This is an optimization exercise on Yosys and OpenROAD, whose aim is small area, a short achievable clock period and few clock cycles per item, not a production implementation.
Power and IR drop assume default switching activity.

delta:
// layer_top
module layer_top (
  input  logic  clk,
  input  logic  reset,
  input  logic  s_valid,
  output logic  s_ready,
  input  layer_pkg::data_t data_in,
  output logic  m_valid,
  input  logic  m_ready,
  output layer_pkg::data_t data_out
);
==> module fc_engine, before the edit <==
module fc_engine (
  input  logic         clk,
  input  logic [127:0] x,        
  input  logic [3:0]   j,        
  input  logic         busy,     
  input  logic         bc_en,    
  input  logic         adv,      
  output logic [15:0]  y
);
  logic [95:0] bc_n, bc_d, bc_q;
  logic [157:0] r1_d, r1_q;
  logic [47:0] r2_d, r2_q;
  always_comb begin
    case (j)
      4'd0 : bc_n = 96'h24d271a4836d006a31256580;
      4'd1 : bc_n = 96'hb8d070588c0020126da450ae;
      4'd2 : bc_n = 96'hb49c86a68596c0e58e428368;
      4'd3 : bc_n = 96'h20524954628600e228000248;
      4'd4 : bc_n = 96'h429a0dc1618d140a29c46208;
      4'd5 : bc_n = 96'h085031a1654da56206c46a49;
      4'd6 : bc_n = 96'h028a86205370b70381aada0e;
      4'd7 : bc_n = 96'h2692a924dc71c86406caea05;
      4'd8 : bc_n = 96'h156a0e001b80a09a29cae58e;
      4'd9 : bc_n = 96'h06eb81a09a1500e268c01045;
      4'd10: bc_n = 96'h201208c4000ea7034e20e380;
      4'd11: bc_n = 96'h030c01228056b4828520eb6d;
      4'd12: bc_n = 96'ha45169405200555229a05256;
      4'd13: bc_n = 96'hc8624e54d006a7024ea31c00;
      4'd14: bc_n = 96'h200431b6d049a30195008356;
      4'd15: bc_n = 96'ha4db4ea86346015181015a45;
      default: bc_n = '0;
    endcase
  end
  assign bc_d = busy ? bc_n : 96'ha4db4ea86346015181015a45;
  always_ff @(posedge clk) begin
    if (bc_en) bc_q <= bc_d;
    if (adv) r1_q <= r1_d;
    if (adv) r2_q <= r2_d;
  end
  fc_stage0 i_stage0 (.x(x), .j(j), .bc(bc_q), .r(r1_d));
  fc_stage1 i_stage1 (.r(r1_q), .q(r2_d));
  fc_stage2 i_stage2 (.r(r2_q), .y(y));
endmodule
==> module layer_datapath, before the edit <==
module layer_datapath (
  input  logic            clk,
  input  logic            in_xfer,    
  input  layer_pkg::data_t data_in,
  input  logic            x_load,     
  input  logic [3:0]      out_j,      
  input  logic            busy,       
  input  logic            bc_en,      
  input  logic            adv,        
  input  logic            out_en,     
  input  logic            sk_en,      
  input  logic            sk_sel,     
  output layer_pkg::data_t data_out
);
  logic [127:0] x_next;    
  logic [127:0] x_cur;     
  layer_pkg::data_t y;
  layer_pkg::data_t sk_data;
  always_ff @(posedge clk) begin
    if (in_xfer) x_next   <= {data_in, x_next[127:16]};
    if (x_load)  x_cur    <= x_next;
    if (sk_en)   sk_data  <= y;
    if (out_en)  data_out <= sk_sel ? sk_data : y;
  end
  fc_engine i_engine (.clk(clk), .x(x_cur), .j(out_j), .busy(busy), .bc_en(bc_en), .adv(adv), .y(y));
endmodule
==> module layer_sequencer, before the edit <==
module layer_sequencer (
  input  logic       clk,
  input  logic       reset,
  input  logic       s_valid,
  output logic       s_ready,
  input  logic       m_ready,
  output logic       m_valid,
  output logic       in_xfer,    
  output logic       x_load,     
  output logic [3:0] out_j,      
  output logic       busy,       
  output logic       bc_en,      
  output logic       adv,        
  output logic       out_en,     
  output logic       sk_en,      
  output logic       sk_sel      
);
  localparam int DEPTH = 2;      
  logic [3:0]       in_cnt;      
  logic [DEPTH-1:0] pv;          
  logic             sk_valid;    
  logic             issue;
  logic             y_valid;
  assign adv     = !sk_valid;
  assign issue   = busy && adv;
  assign y_valid = pv[DEPTH-1];
  assign out_en  = !m_valid || m_ready;
  assign sk_sel  = sk_valid;
  assign sk_en   = adv && y_valid && !out_en;
  assign in_xfer = s_valid && s_ready;
  assign x_load  = in_cnt[3] && (!busy || (issue && out_j == 4'd15));
  assign bc_en   = issue || !busy;
  always_ff @(posedge clk) begin
    if (reset) begin
      in_cnt   <= '0;
      s_ready  <= 1'b1;
      busy     <= 1'b0;
      out_j    <= '0;
      pv       <= '0;
      sk_valid <= 1'b0;
      m_valid  <= 1'b0;
    end else begin
      if (x_load) begin
        in_cnt  <= {3'b000, in_xfer};
        s_ready <= 1'b1;
      end else if (in_xfer) begin
        in_cnt  <= in_cnt + 1'b1;
        s_ready <= (in_cnt != 4'd7);
      end
      if (issue) begin
        out_j <= out_j + 1'b1;
        if (out_j == 4'd15) busy <= 1'b0;
      end
      if (x_load) begin
        busy  <= 1'b1;
        out_j <= '0;
      end
      if (adv) pv <= {pv[DEPTH-2:0], issue};
      if (out_en) begin
        m_valid  <= sk_valid || (adv && y_valid);
        sk_valid <= 1'b0;
      end else if (sk_en) begin
        sk_valid <= 1'b1;
      end
    end
  end
endmodule
==> module layer_top, before the edit <==
module layer_top (
  input  logic  clk,
  input  logic  reset,
  input  logic  s_valid,
  output logic  s_ready,
  input  layer_pkg::data_t data_in,
  output logic  m_valid,
  input  logic  m_ready,
  output layer_pkg::data_t data_out
);
  logic       in_xfer;     
  logic       x_load;      
  logic [3:0] out_j;       
  logic       busy;        
  logic       bc_en;       
  logic       adv;         
  logic       y_valid;     
  logic       out_en;      
  logic       sk_en;       
  logic       sk_sel;      
  layer_sequencer i_sequencer (
    .clk     (clk),
    .reset   (reset),
    .s_valid (s_valid),
    .s_ready (s_ready),
    .m_ready (m_ready),
    .m_valid (m_valid),
    .in_xfer (in_xfer),
    .x_load  (x_load),
    .out_j   (out_j),
    .busy    (busy),
    .bc_en   (bc_en),
    .adv     (adv),
    .out_en  (out_en),
    .sk_en   (sk_en),
    .sk_sel  (sk_sel)
  );
  layer_datapath i_datapath (
    .clk      (clk),
    .in_xfer  (in_xfer),
    .data_in  (data_in),
    .x_load   (x_load),
    .out_j    (out_j),
    .busy     (busy),
    .bc_en    (bc_en),
    .adv      (adv),
    .out_en   (out_en),
    .sk_en    (sk_en),
    .sk_sel   (sk_sel),
    .data_out (data_out)
  );
endmodule
Settings: LEC_CHECK=0, CAP_MARGIN=20, CORE_MARGIN=2, CORE_UTILIZATION=40, PLACE_DENSITY=0.6, SLEW_MARGIN=20; clock period 8.0 ns.
run.sh (not shown) runs the stock make flow with config.mk's settings and CLKGATE_MAP_FILE= SYNTH_SCRIPT=/design/flow/synth_recipe.tcl, a recipe that flattens the netlist after the stock synthesis.
Looking at the reports, delta completed the entire flow and the layout it produced met the timing, design-rule and antenna checks.
Changes in nickel relative to delta:
--- a/flow/design.v
+++ b/flow/design.v
@@ -2186,34 +2186,33 @@
   input  logic [127:0] x,        
   input  logic [3:0]   j,        
-  input  logic         busy,     
+  input  logic [3:0]   jn,       
   input  logic         bc_en,    
   input  logic         adv,      
   output logic [15:0]  y
 );
-  logic [95:0] bc_n, bc_d, bc_q;
+  logic [95:0] bc_d, bc_q;
   logic [157:0] r1_d, r1_q;
   logic [47:0] r2_d, r2_q;
   always_comb begin
-    case (j)
-      4'd0 : bc_n = 96'h24d271a4836d006a31256580;
-      4'd1 : bc_n = 96'hb8d070588c0020126da450ae;
-      4'd2 : bc_n = 96'hb49c86a68596c0e58e428368;
-      4'd3 : bc_n = 96'h20524954628600e228000248;
-      4'd4 : bc_n = 96'h429a0dc1618d140a29c46208;
-      4'd5 : bc_n = 96'h085031a1654da56206c46a49;
-      4'd6 : bc_n = 96'h028a86205370b70381aada0e;
-      4'd7 : bc_n = 96'h2692a924dc71c86406caea05;
-      4'd8 : bc_n = 96'h156a0e001b80a09a29cae58e;
-      4'd9 : bc_n = 96'h06eb81a09a1500e268c01045;
-      4'd10: bc_n = 96'h201208c4000ea7034e20e380;
-      4'd11: bc_n = 96'h030c01228056b4828520eb6d;
-      4'd12: bc_n = 96'ha45169405200555229a05256;
-      4'd13: bc_n = 96'hc8624e54d006a7024ea31c00;
-      4'd14: bc_n = 96'h200431b6d049a30195008356;
-      4'd15: bc_n = 96'ha4db4ea86346015181015a45;
-      default: bc_n = '0;
+    case (jn)
+      4'd0 : bc_d = 96'ha4db4ea86346015181015a45;
+      4'd1 : bc_d = 96'h24d271a4836d006a31256580;
+      4'd2 : bc_d = 96'hb8d070588c0020126da450ae;
+      4'd3 : bc_d = 96'hb49c86a68596c0e58e428368;
+      4'd4 : bc_d = 96'h20524954628600e228000248;
+      4'd5 : bc_d = 96'h429a0dc1618d140a29c46208;
+      4'd6 : bc_d = 96'h085031a1654da56206c46a49;
+      4'd7 : bc_d = 96'h028a86205370b70381aada0e;
+      4'd8 : bc_d = 96'h2692a924dc71c86406caea05;
+      4'd9 : bc_d = 96'h156a0e001b80a09a29cae58e;
+      4'd10: bc_d = 96'h06eb81a09a1500e268c01045;
+      4'd11: bc_d = 96'h201208c4000ea7034e20e380;
+      4'd12: bc_d = 96'h030c01228056b4828520eb6d;
+      4'd13: bc_d = 96'ha45169405200555229a05256;
+      4'd14: bc_d = 96'hc8624e54d006a7024ea31c00;
+      4'd15: bc_d = 96'h200431b6d049a30195008356;
+      default: bc_d = '0;
     endcase
   end
-  assign bc_d = busy ? bc_n : 96'ha4db4ea86346015181015a45;
   always_ff @(posedge clk) begin
     if (bc_en) bc_q <= bc_d;
@@ -2232,5 +2231,5 @@
   input  logic            x_load,     
   input  logic [3:0]      out_j,      
-  input  logic            busy,       
+  input  logic [3:0]      next_j,     
   input  logic            bc_en,      
   input  logic            adv,        
@@ -2250,5 +2249,5 @@
     if (out_en)  data_out <= sk_sel ? sk_data : y;
   end
-  fc_engine i_engine (.clk(clk), .x(x_cur), .j(out_j), .busy(busy), .bc_en(bc_en), .adv(adv), .y(y));
+  fc_engine i_engine (.clk(clk), .x(x_cur), .j(out_j), .jn(next_j), .bc_en(bc_en), .adv(adv), .y(y));
 endmodule
 `timescale 1ns/10ps
@@ -2263,5 +2262,5 @@
   output logic       x_load,     
   output logic [3:0] out_j,      
-  output logic       busy,       
+  output logic [3:0] next_j,     
   output logic       bc_en,      
   output logic       adv,        
@@ -2272,4 +2271,5 @@
   localparam int DEPTH = 2;      
   logic [3:0]       in_cnt;      
+  logic             busy;        
   logic [DEPTH-1:0] pv;          
   logic             sk_valid;    
@@ -2284,4 +2284,5 @@
   assign in_xfer = s_valid && s_ready;
   assign x_load  = in_cnt[3] && (!busy || (issue && out_j == 4'd15));
+  assign next_j  = out_j + {3'b000, busy};
   assign bc_en   = issue || !busy;
   always_ff @(posedge clk) begin
@@ -2334,5 +2335,5 @@
   logic       x_load;      
   logic [3:0] out_j;       
-  logic       busy;        
+  logic [3:0] next_j;      
   logic       bc_en;       
   logic       adv;         
@@ -2351,5 +2352,5 @@
     .x_load  (x_load),
     .out_j   (out_j),
-    .busy    (busy),
+    .next_j  (next_j),
     .bc_en   (bc_en),
     .adv     (adv),
@@ -2364,5 +2365,5 @@
     .x_load   (x_load),
     .out_j    (out_j),
-    .busy     (busy),
+    .next_j   (next_j),
     .bc_en    (bc_en),
     .adv      (adv),
Notes after the runs:
Of the two values seen for capture point of the worst path, i_datapath.i_engine.i_stage0.bp[3]$_DFF_P_ was produced by delta and i_datapath.i_engine.bc_q[38]$_DFFE_PP_ by nickel.
Worst hold slack was higher in the run labelled delta.
On nickel: sequential power share is 1.4 points lower than what delta gave.
In nickel, detail-routed via count per cell is lower than in delta.
Compared to delta, the router laid down less metal wire for nickel.
Comparing nickel and delta, the lower share of power burned in combinational logic is on delta.
Looking at sequential power, nickel sits about 1% higher than delta does.
Going from delta to nickel, cell count after synthesis shrank by a few percent.
Relative to delta, total track usage decreased by 0.86 points in nickel.
Lower number of cell rows among nickel and delta: nickel
nickel: part of the total power dissipated in the clock network is 1.0 points lower than what delta reported.
Function was not checked in any run of this note: the RTL went through the layout flow alone.

==> port drivers added, routing unchanged <==
In the flow no input, the clock included, has a driving cell. The finished layouts below were timed again as built, in two steps. Step 1, drivers: a clkbuf_16 drives clk and a buf_2 each remaining input, both assumed. Step 2, shift: input delay + t, output delay - t, t = (earliest + latest rising clock arrival at the registers) / 2. This alone moves slack from input paths to output paths. Three values: no drivers, after step 1, after step 2; two values: the first two.
| run | t, ns | slack for setup (ns) | hold WS [ns] | worst setup path at the end |
|---|---|---|---|---|
| delta | 0.673 | 4.208 / 4.208 / 3.943 | 0.418 / 0.418 / 0.418 | input to register |
| nickel | 0.684 | 4.485 / 4.485 / 3.981 | 0.414 / 0.414 / 0.414 | input to register |
After both steps every run listed still meets setup and hold. For nickel, which loses most, drivers alone change the setup slack by 0.000 ns; drivers and shift together by -0.504 ns.
